This design comes from an exercise in tuning for small area on the open sky130 flow, not from production work. In this exercise RTL edits were held to simulation tests only and were not proved equivalent to the original.

$ cat design/flow/config.mk
export PLATFORM = sky130hd
export DESIGN_NAME = pifo_top
export DESIGN_NICKNAME = pifo_top
export VERILOG_FILES = /design/flow/design.v
export SDC_FILE = /design/flow/constraint.sdc
export NUM_CORES = 4
export LEC_CHECK = 0
export CAP_MARGIN = 20
export CORE_MARGIN = 2
export CORE_UTILIZATION = 40
export SLEW_MARGIN = 20
$ cat design/flow/constraint.sdc
create_clock -name core_clock -period 10.0 [get_ports {i_clk}]
set_input_delay 2.0000 -clock core_clock [delete_from_list [all_inputs] [get_ports {i_clk}]]
set_output_delay 2.0000 -clock core_clock [all_outputs]
set_load 0.01 [all_outputs]
$ cat design/flow/design.v
package pifo_pkg;
    localparam int RANK_W     = 16;
    localparam int LEN_W      = 8;
    localparam int CNT_W      = 8;
    localparam int MAX_LEVELS = 8;   
    typedef logic [RANK_W-1:0]     rank_t;        
    typedef logic [LEN_W-1:0]      pkt_len_t;
    typedef logic [CNT_W-1:0]      cnt_t;         
    typedef logic [MAX_LEVELS-2:0] node_addr_t;   
    typedef struct packed {
        pkt_len_t len;
        rank_t    rank;
    } pifo_entry_t;
    typedef struct packed {
        cnt_t        cnt;
        pifo_entry_t entry;
    } node_slot_t;
    typedef struct packed {
        node_slot_t slot1;
        node_slot_t slot0;
    } node_word_t;
    localparam rank_t       RANK_EMPTY  = '1;
    localparam pifo_entry_t ENTRY_EMPTY = '1;
    localparam node_slot_t  SLOT_EMPTY  = {CNT_W'(0), ENTRY_EMPTY};
    localparam node_word_t  WORD_EMPTY  = {SLOT_EMPTY, SLOT_EMPTY};
    localparam int WORD_W = 2 * (CNT_W + LEN_W + RANK_W);   
    typedef struct packed {
        logic        push;
        logic        pop;
        node_addr_t  addr;
        pifo_entry_t entry;
    } level_cmd_t;
    typedef enum logic [1:0] {
        ST_IDLE,
        ST_PUSH,
        ST_POP,
        ST_WB
    } level_state_e;
    typedef logic [3:0]  apb_addr_t;
    typedef logic [31:0] apb_data_t;
    localparam apb_addr_t APB_ADDR_PUSH   = 4'h0;
    localparam apb_addr_t APB_ADDR_POP    = 4'h4;
    localparam apb_addr_t APB_ADDR_STATUS = 4'h8;
endpackage
module pifo_node_mem #(
    parameter int DEPTH = 1
) (
    input  logic                 i_clk,
    input  logic                 i_arst_n,
    input  logic                 i_rd_en,
    input  pifo_pkg::node_addr_t i_rd_addr,
    output pifo_pkg::node_word_t o_rd_data,
    input  logic                 i_wr_en,
    input  pifo_pkg::node_addr_t i_wr_addr,
    input  pifo_pkg::node_word_t i_wr_data
);
    logic [pifo_pkg::WORD_W-1:0] mem_q [DEPTH];
    pifo_pkg::node_word_t rd_word;
    always_comb begin
        rd_word = mem_q[0];
        for (int i = 1; i < DEPTH; i++) begin
            if (i_rd_addr == pifo_pkg::node_addr_t'(i)) begin
                rd_word = mem_q[i];
            end
        end
    end
    always_ff @(posedge i_clk or negedge i_arst_n) begin
        if (!i_arst_n) begin
            for (int i = 0; i < DEPTH; i++) begin
                mem_q[i] <= pifo_pkg::WORD_EMPTY;   
            end
            o_rd_data <= pifo_pkg::WORD_EMPTY;
        end else begin
            for (int i = 0; i < DEPTH; i++) begin
                if (i_wr_en && i_wr_addr == pifo_pkg::node_addr_t'(i)) begin
                    mem_q[i] <= i_wr_data;
                end
            end
            if (i_rd_en) begin
                o_rd_data <= rd_word;   
            end
        end
    end
endmodule
module pifo_level #(
    parameter int LEVELS    = 4,
    parameter int LEVEL_IDX = 0
) (
    input  logic                  i_clk,
    input  logic                  i_arst_n,
    input  pifo_pkg::level_cmd_t  i_cmd,
    output pifo_pkg::pifo_entry_t o_pop_entry,
    output pifo_pkg::level_cmd_t  o_child_cmd,
    input  pifo_pkg::pifo_entry_t i_child_pop_entry,
    output logic                  o_mem_rd_en,
    output pifo_pkg::node_addr_t  o_mem_rd_addr,
    input  pifo_pkg::node_word_t  i_mem_rd_data,
    output logic                  o_mem_wr_en,
    output pifo_pkg::node_addr_t  o_mem_wr_addr,
    output pifo_pkg::node_word_t  o_mem_wr_data
);
    localparam bit IS_LEAF = (LEVEL_IDX == LEVELS - 1);
    pifo_pkg::level_state_e state_q;
    pifo_pkg::node_addr_t   addr_q;
    pifo_pkg::pifo_entry_t  entry_q;
    logic                   accept;
    logic                   cmd_valid;
    logic                   push_sel;
    logic                   pop_sel;
    logic                   sel;
    pifo_pkg::node_slot_t   cur_slot;
    pifo_pkg::node_slot_t   new_slot;
    pifo_pkg::pifo_entry_t  down_entry;
    pifo_pkg::pifo_entry_t  refill_entry;
    pifo_pkg::pifo_entry_t  pop_entry;
    pifo_pkg::node_word_t   wr_word;
    logic                   child_push;
    logic                   child_pop;
    logic                   wr_en;
    assign accept        = (state_q != pifo_pkg::ST_POP);   
    assign cmd_valid     = i_cmd.push | i_cmd.pop;
    assign o_mem_rd_en   = accept & cmd_valid;
    assign o_mem_rd_addr = i_cmd.addr;
    always_ff @(posedge i_clk or negedge i_arst_n) begin
        if (!i_arst_n) begin
            state_q <= pifo_pkg::ST_IDLE;
        end else begin
            case (state_q)
                pifo_pkg::ST_POP: begin
                    state_q <= pifo_pkg::ST_WB;   
                end
                default: begin
                    if (i_cmd.push) begin
                        state_q <= pifo_pkg::ST_PUSH;
                    end else if (i_cmd.pop) begin
                        state_q <= pifo_pkg::ST_POP;
                    end else begin
                        state_q <= pifo_pkg::ST_IDLE;
                    end
                end
            endcase
        end
    end
    always_ff @(posedge i_clk) begin
        if (o_mem_rd_en) begin
            addr_q  <= i_cmd.addr;
            entry_q <= i_cmd.entry;
        end
    end
    assign push_sel = (i_mem_rd_data.slot1.cnt < i_mem_rd_data.slot0.cnt);
    assign pop_sel  = (i_mem_rd_data.slot1.entry.rank < i_mem_rd_data.slot0.entry.rank);
    assign sel      = (state_q == pifo_pkg::ST_PUSH) ? push_sel : pop_sel;
    assign cur_slot = sel ? i_mem_rd_data.slot1 : i_mem_rd_data.slot0;
    assign refill_entry = IS_LEAF ? pifo_pkg::ENTRY_EMPTY : i_child_pop_entry;
    always_comb begin
        new_slot   = cur_slot;
        down_entry = entry_q;
        pop_entry  = pifo_pkg::ENTRY_EMPTY;
        child_push = 1'b0;
        child_pop  = 1'b0;
        wr_en      = 1'b0;
        case (state_q)
            pifo_pkg::ST_PUSH: begin
                wr_en        = 1'b1;
                new_slot.cnt = cur_slot.cnt + pifo_pkg::cnt_t'(1);
                if (cur_slot.entry.rank == pifo_pkg::RANK_EMPTY) begin
                    new_slot.entry = entry_q;   
                end else begin
                    child_push = 1'b1;
                    if (entry_q.rank < cur_slot.entry.rank) begin
                        new_slot.entry = entry_q;
                        down_entry     = cur_slot.entry;
                    end
                end
            end
            pifo_pkg::ST_POP: begin
                pop_entry = cur_slot.entry;
                child_pop = 1'b1;
            end
            pifo_pkg::ST_WB: begin
                wr_en = 1'b1;
                if (cur_slot.cnt != '0) begin
                    new_slot.cnt   = cur_slot.cnt - pifo_pkg::cnt_t'(1);
                    new_slot.entry = refill_entry;   
                end
            end
            default: begin
            end
        endcase
    end
    always_comb begin
        wr_word = i_mem_rd_data;
        if (sel) begin
            wr_word.slot1 = new_slot;
        end else begin
            wr_word.slot0 = new_slot;
        end
    end
    assign o_mem_wr_en   = wr_en;
    assign o_mem_wr_addr = addr_q;
    assign o_mem_wr_data = wr_word;
    assign o_pop_entry   = pop_entry;
    assign o_child_cmd.push  = child_push & ~IS_LEAF;
    assign o_child_cmd.pop   = child_pop & ~IS_LEAF;
    assign o_child_cmd.addr  = {addr_q[pifo_pkg::MAX_LEVELS-3:0], sel};
    assign o_child_cmd.entry = down_entry;
endmodule
module pifo_apb_port #(
    parameter int LEVELS = 4
) (
    input  logic                  i_clk,
    input  logic                  i_arst_n,
    input  logic                  i_psel,
    input  logic                  i_penable,
    input  logic                  i_pwrite,
    input  pifo_pkg::apb_addr_t   i_paddr,
    input  pifo_pkg::apb_data_t   i_pwdata,
    output pifo_pkg::apb_data_t   o_prdata,
    output logic                  o_pready,
    output logic                  o_pslverr,
    output pifo_pkg::level_cmd_t  o_root_cmd,
    input  pifo_pkg::pifo_entry_t i_root_pop_entry
);
    localparam int CAPACITY = 2 * ((1 << LEVELS) - 1);
    localparam int OCC_W    = $clog2(CAPACITY + 1);
    localparam int ENTRY_W  = pifo_pkg::RANK_W + pifo_pkg::LEN_W;
    logic [OCC_W-1:0] occ_q;
    logic             full;
    logic             empty;
    logic             access;
    logic             first_acc;
    logic             rd_wait_q;
    logic             wr_push;
    logic             rd_pop;
    logic             rd_status;
    logic             do_push;
    logic             do_pop;
    logic             pop_q;
    logic             status_q;
    logic             rd_err_q;
    assign access    = i_psel & i_penable;
    assign first_acc = access & ~rd_wait_q;
    assign full      = (occ_q == OCC_W'(CAPACITY));
    assign empty     = (occ_q == '0);
    assign wr_push   = i_pwrite & (i_paddr == pifo_pkg::APB_ADDR_PUSH);
    assign rd_pop    = ~i_pwrite & (i_paddr == pifo_pkg::APB_ADDR_POP);
    assign rd_status = ~i_pwrite & (i_paddr == pifo_pkg::APB_ADDR_STATUS);
    assign do_push = first_acc & wr_push & ~full;
    assign do_pop  = first_acc & rd_pop & ~empty;
    assign o_root_cmd.push  = do_push;
    assign o_root_cmd.pop   = do_pop;
    assign o_root_cmd.addr  = '0;
    assign o_root_cmd.entry = i_pwdata[ENTRY_W-1:0];
    always_ff @(posedge i_clk or negedge i_arst_n) begin
        if (!i_arst_n) begin
            occ_q <= '0;
        end else if (do_push) begin
            occ_q <= occ_q + OCC_W'(1);
        end else if (do_pop) begin
            occ_q <= occ_q - OCC_W'(1);
        end
    end
    always_ff @(posedge i_clk or negedge i_arst_n) begin
        if (!i_arst_n) begin
            rd_wait_q <= 1'b0;
            pop_q     <= 1'b0;
            status_q  <= 1'b0;
            rd_err_q  <= 1'b0;
        end else begin
            rd_wait_q <= first_acc & ~i_pwrite;
            if (first_acc && !i_pwrite) begin
                pop_q    <= do_pop;
                status_q <= rd_status;
                rd_err_q <= ~(do_pop | rd_status);   
            end
        end
    end
    assign o_pready = access & (i_pwrite | rd_wait_q);
    always_comb begin
        o_prdata  = '0;
        o_pslverr = 1'b0;
        if (access && i_pwrite) begin
            o_pslverr = ~wr_push | full;
        end else if (access && rd_wait_q) begin
            o_pslverr = rd_err_q;
            if (pop_q) begin
                o_prdata = pifo_pkg::apb_data_t'(i_root_pop_entry);
            end else if (status_q) begin
                o_prdata = pifo_pkg::apb_data_t'(occ_q);
            end else begin
                o_prdata = '1;
            end
        end
    end
endmodule
module pifo_top #(
    parameter int LEVELS = 4
) (
    input  logic                i_clk,
    input  logic                i_arst_n,
    input  logic                i_psel,
    input  logic                i_penable,
    input  logic                i_pwrite,
    input  pifo_pkg::apb_addr_t i_paddr,
    input  pifo_pkg::apb_data_t i_pwdata,
    output pifo_pkg::apb_data_t o_prdata,
    output logic                o_pready,
    output logic                o_pslverr
);
    localparam int CMD_W   = 2 + (pifo_pkg::MAX_LEVELS - 1) + pifo_pkg::RANK_W + pifo_pkg::LEN_W;
    localparam int ENTRY_W = pifo_pkg::RANK_W + pifo_pkg::LEN_W;
    logic [(LEVELS+1)*CMD_W-1:0]   cmd;
    logic [(LEVELS+1)*ENTRY_W-1:0] pop_entry;
    assign pop_entry[LEVELS*ENTRY_W +: ENTRY_W] = pifo_pkg::ENTRY_EMPTY;   
    pifo_apb_port #(
        .LEVELS (LEVELS)
    ) apb_port_i (
        .i_clk            (i_clk),
        .i_arst_n         (i_arst_n),
        .i_psel           (i_psel),
        .i_penable        (i_penable),
        .i_pwrite         (i_pwrite),
        .i_paddr          (i_paddr),
        .i_pwdata         (i_pwdata),
        .o_prdata         (o_prdata),
        .o_pready         (o_pready),
        .o_pslverr        (o_pslverr),
        .o_root_cmd       (cmd[0 +: CMD_W]),
        .i_root_pop_entry (pop_entry[0 +: ENTRY_W])
    );
    for (genvar k = 0; k < LEVELS; k++) begin : g_level
        logic                 mem_rd_en;
        pifo_pkg::node_addr_t mem_rd_addr;
        pifo_pkg::node_word_t mem_rd_data;
        logic                 mem_wr_en;
        pifo_pkg::node_addr_t mem_wr_addr;
        pifo_pkg::node_word_t mem_wr_data;
        pifo_level #(
            .LEVELS    (LEVELS),
            .LEVEL_IDX (k)
        ) level_i (
            .i_clk             (i_clk),
            .i_arst_n          (i_arst_n),
            .i_cmd             (cmd[k*CMD_W +: CMD_W]),
            .o_pop_entry       (pop_entry[k*ENTRY_W +: ENTRY_W]),
            .o_child_cmd       (cmd[(k+1)*CMD_W +: CMD_W]),
            .i_child_pop_entry (pop_entry[(k+1)*ENTRY_W +: ENTRY_W]),
            .o_mem_rd_en       (mem_rd_en),
            .o_mem_rd_addr     (mem_rd_addr),
            .i_mem_rd_data     (mem_rd_data),
            .o_mem_wr_en       (mem_wr_en),
            .o_mem_wr_addr     (mem_wr_addr),
            .o_mem_wr_data     (mem_wr_data)
        );
        pifo_node_mem #(
            .DEPTH (1 << k)   
        ) mem_i (
            .i_clk     (i_clk),
            .i_arst_n  (i_arst_n),
            .i_rd_en   (mem_rd_en),
            .i_rd_addr (mem_rd_addr),
            .o_rd_data (mem_rd_data),
            .i_wr_en   (mem_wr_en),
            .i_wr_addr (mem_wr_addr),
            .i_wr_data (mem_wr_data)
        );
    end
endmodule
$ cat design/flow/run.sh
#!/bin/bash
# synth_recipe.tcl (not shown) runs the flow's synth.tcl, then flattens the netlist and writes it again
# the make line also repeats each setting of config.mk as NAME=value (left out here)
make -C /OpenROAD-flow-scripts/flow DESIGN_CONFIG=/design/flow/config.mk WORK_HOME=/design/flow/orfs CLKGATE_MAP_FILE= SYNTH_SCRIPT=/design/flow/synth_recipe.tcl finish
==> summary.txt <==
Status
  • Status: complete, no violations

Synthesis
  • Fraction of registers with async set/reset: 0.924
  • Sequential cell area fraction in the yosys report: 0.507
  • Top cell type's share of synthesized area: 0.347
  • Most used DFF post-synth: dfstp_2
  • Largest area contributor in the netlist: dfstp_2
  • Area of the mapped netlist: 69,200 sq um
  • Post-Synthesis Cells: a little under 7k
  • Largest cells by area after synthesis: dfstp_2, dfrtp_1, nand2_1
  • Most numerous cell in the Yosys netlist: nand2_1
  • Netlist cell types: roughly 110
  • Avg Cell Area, Syn: 10.0 sq um
  • Synth top cells by count: nand2_1, dfstp_2, o21ai_0, nor2_1, clkbuf_1
  • Syn_nets: 7,078
  • Number of synthesized flops with an enable pin: 102
  • Synth Warn #: 13
  • Seq cells post-synth: 1,335

Setup path
  • Slowest-stage cell, CP: inv_4
  • Setup CP Type: flip-flop to primary output
  • Reg2reg path depth: 20
  • Flop-to-flop setup slack: 2790 ps
  • CP max stage delay: about 550 ps
  • Crit start category: flip-flop
  • Arr. time, crit path: around 5400 ps
  • Critical Path End Type: primary output
  • Crit path top cell by count: buf_4
  • CP cell instances: buf_4, nor2b_1, a211oi_2, nand4_1, a41oi_2, nor2_4, inv_4, buf_4, o21ai_0, nor3_1, a21oi_1, clkdlybuf4s50_1
  • Critical Path RT: around 8000 ps
  • CP Max Fanout: 80

Placement
  • Placed instance count: 8,861
  • Hpwl dp: between 100 and 150 mm
  • Port Buffers: 66
  • GP Congestion: 0.927

STA
  • Final min period: 7410 ps
  • RSZ-0062 raised after global routing: false
  • Fin. Hold Viols: 0
  • Max-slew headroom: 0.216
  • Tcrit/Tclk final: 0.741
  • Count of pins over their slew limit: 0
  • Layout Skew: around 51 ps
  • Setup Viol. Count Final: 0
  • Achievable frequency: 0.135 GHz
  • Worst-Margin Slew: 1170 ps
  • TNS Setup: 0 ps

Cells and area
  • Area delta synth->final: 11.2%
  • Final Net Count: 6,902
  • Final Non-Filler Cells: 9,139
  • Share of layout cells above drive strength 1: 0.247

Route
  • Drt total wl: roughly 200 mm
  • Vias: around 54k
  • Via density: 5.88
  • Iter 0 DRT Violations: 4,919
  • Post-route ant nets: 0
  • TritonRoute pass-1 iters: 6
  • Drt drc: 0
  • Wire length per cell: 22.2 microns

Job
  • Max cap viols: 0

Min path
  • WHS Path Cells: 2
  • Hold Crit Class: flip-flop to flip-flop

CTS
  • TritonCTS clock tree: done
  • H-tree depth: 4
  • CTS Buf Count: ~150
  • # hold bufs at CTS: 0
  • Clk buf depth: 3
  • Clock latency on the worst-skew pair: about 800 ps
  • Cts repair resizes: 0
  • Root buffer cell: clkbuf_16
  • Setup Fix Bufs, Post-CTS: 0
  • CTS clk-pin slew, worst paths: 60 ps
  • # clock sinks: 1,335

Floorplanning
  • Core ar.: 172,000 sq um
  • Die Footprint: about 180,000 sq um
  • Width of the die: 420 microns
  • Initial Util: 0.403
  • # IOs: 75
  • Die Height: 420 microns
  • Row count: 152

GRT
  • Initial antenna violation count: 1
  • Largest net degree at the start of global routing: 167
  • Vias in the first global route: 53.0k
  • Global-route wire length before repair: 319 mm
  • Total track usage: 0.231
  • GRT overflow: 0
-- cell families (layout without fill, tap and decap cells) --
group	after synthesis	after routing	synth area share
AO/OA/AOI/OAI	2024	2024	0.197
XOR/XNOR	17	17	0.00215
buffers and inverters	717	664	0.0419
AND/OR/NAND/NOR	2273	2273	0.142
other	0	1	0
multiplexers	357	357	0.0820
adder cells (fa/ha/maj)	158	158	0.0286
flip-flops	1335	1335	0.507
-- path summary, 6_finish.rpt --
path / startpoint / end
max: g_level[0].level_i.state_q[0]$_DFF_PN0_ / o_prdata[0]
min: g_level[0].mem_i.mem_q[0][17]$_DFFE_PN1N_ / g_level[0].mem_i.o_rd_data[17]$_DFFE_PN1P_
max reg2reg: g_level[0].level_i.state_q[0]$_DFF_PN0_ / g_level[1].level_i.entry_q[1]$_DFFE_PP_
min reg2reg: g_level[0].mem_i.mem_q[0][17]$_DFFE_PN1N_ / g_level[0].mem_i.o_rd_data[17]$_DFFE_PN1P_
max in group asynchronous: i_arst_n / g_level[0].mem_i.o_rd_data[63]$_DFFE_PN0P_
min in group asynchronous: i_arst_n / g_level[3].mem_i.mem_q[6][31]$_DFFE_PN0P_
-- metal layers --
metal / wire, microns / vias to the layer above / global-route usage / part of all wire
met5: 13 / - / 0 / 0.000064
met4: 7770 / 2 / 0.0885 / 0.038
met3: 13500 / 434 / 0.0399 / 0.066
met2: 90700 / 1842 / 0.354 / 0.45
met1: 91300 / 26800 / 0.325 / 0.45
li1: - / 24700 / - / -
-- stage by stage --
stage          utilization  setup WS (ps)  hold WS, ps  cell area (sq um)
2_1_floorplan            -           4100          424              69200
3_3_place_gp         0.418           2940          440              71800
3_5_place_dp         0.419           2890          442              71900
4_1_cts              0.448           2590          440              76900
5_1_grt              0.448           2330          461              76900
6_report             0.448           2590          440              76900
-- state kept, by name, indices dropped and copies added, names as in the netlist, 5 cells and up --
name / cells
g_level.mem_i.mem_q: 960
g_level.mem_i.o_rd_data: 256
g_level.level_i.entry_q: 96
g_level.level_i.state_q: 8
g_level.level_i.addr_q: 6
apb_port_i.occ_q: 5
-- critical path, delay by kind of cell (launching register included) --
kind	cells	cell delay, ps
buffers and inverters	4	1980
AOI/OAI and AO/OA	4	1340
and+or+nand+nor	4	880
DFF	1	380
-- area by class of cell --
type / count / area [sq um]
clock inverters: 51 / 613
repair buffers: 191 / 1680
diodes: 1 / 2.50
clock buffers: 226 / 4370
flip-flops and latches: 1335 / 35100
well taps: 2310 / 2890
inverters: 196 / 754
fillers: 16000 / 94900
multi-input cells: 4829 / 31500
-- placed cells by master (no fill, tap or decap), types with 60 or more instances in the layout --
cell                n
edfxtp_1          102
nand2_1          1209
a221oi_1          116
mux2i_1            86
dfstp_2           912
dfrtp_1           320
clkdlybuf4s50_1    65
nand4_1            60
nor2_1            553
o21ai_0           730
and3_1             60
buf_4             117
clkbuf_16         155
a221o_1           136
inv_1             173
a21oi_1           278
o31ai_1           147
mux2_2            114
a31oi_1           145
nand3_1            86
ha_1              155
mux4_2            155

afterwards: timing with drivers on the ports:
No port has a modelled driver above. Below, the same layout with a new extraction and two added sets of constraints.
Step 1 sets driving cells, clkbuf_16 on the clock port and buf_2 on the other inputs (assumed; they add their load-dependent delay and slew).
Step 2 moves the port delays by t, midway between the first and last clock arrival at a register: inputs arrive t later, outputs are due t later. That takes back most of the time a late clock gives input paths.
a / b / c = no drivers / after step 1 / after step 2; a / b = the first two.
t (ns): 0.878
slack for setup (ns): 2.588 / 2.509 / 2.793
clock arrival spread, ns: 0.052 / 0.052
After both steps setup and hold are still met in this run. The setup slack of this run moves by -0.079 ns with the drivers and by +0.205 ns with both steps.
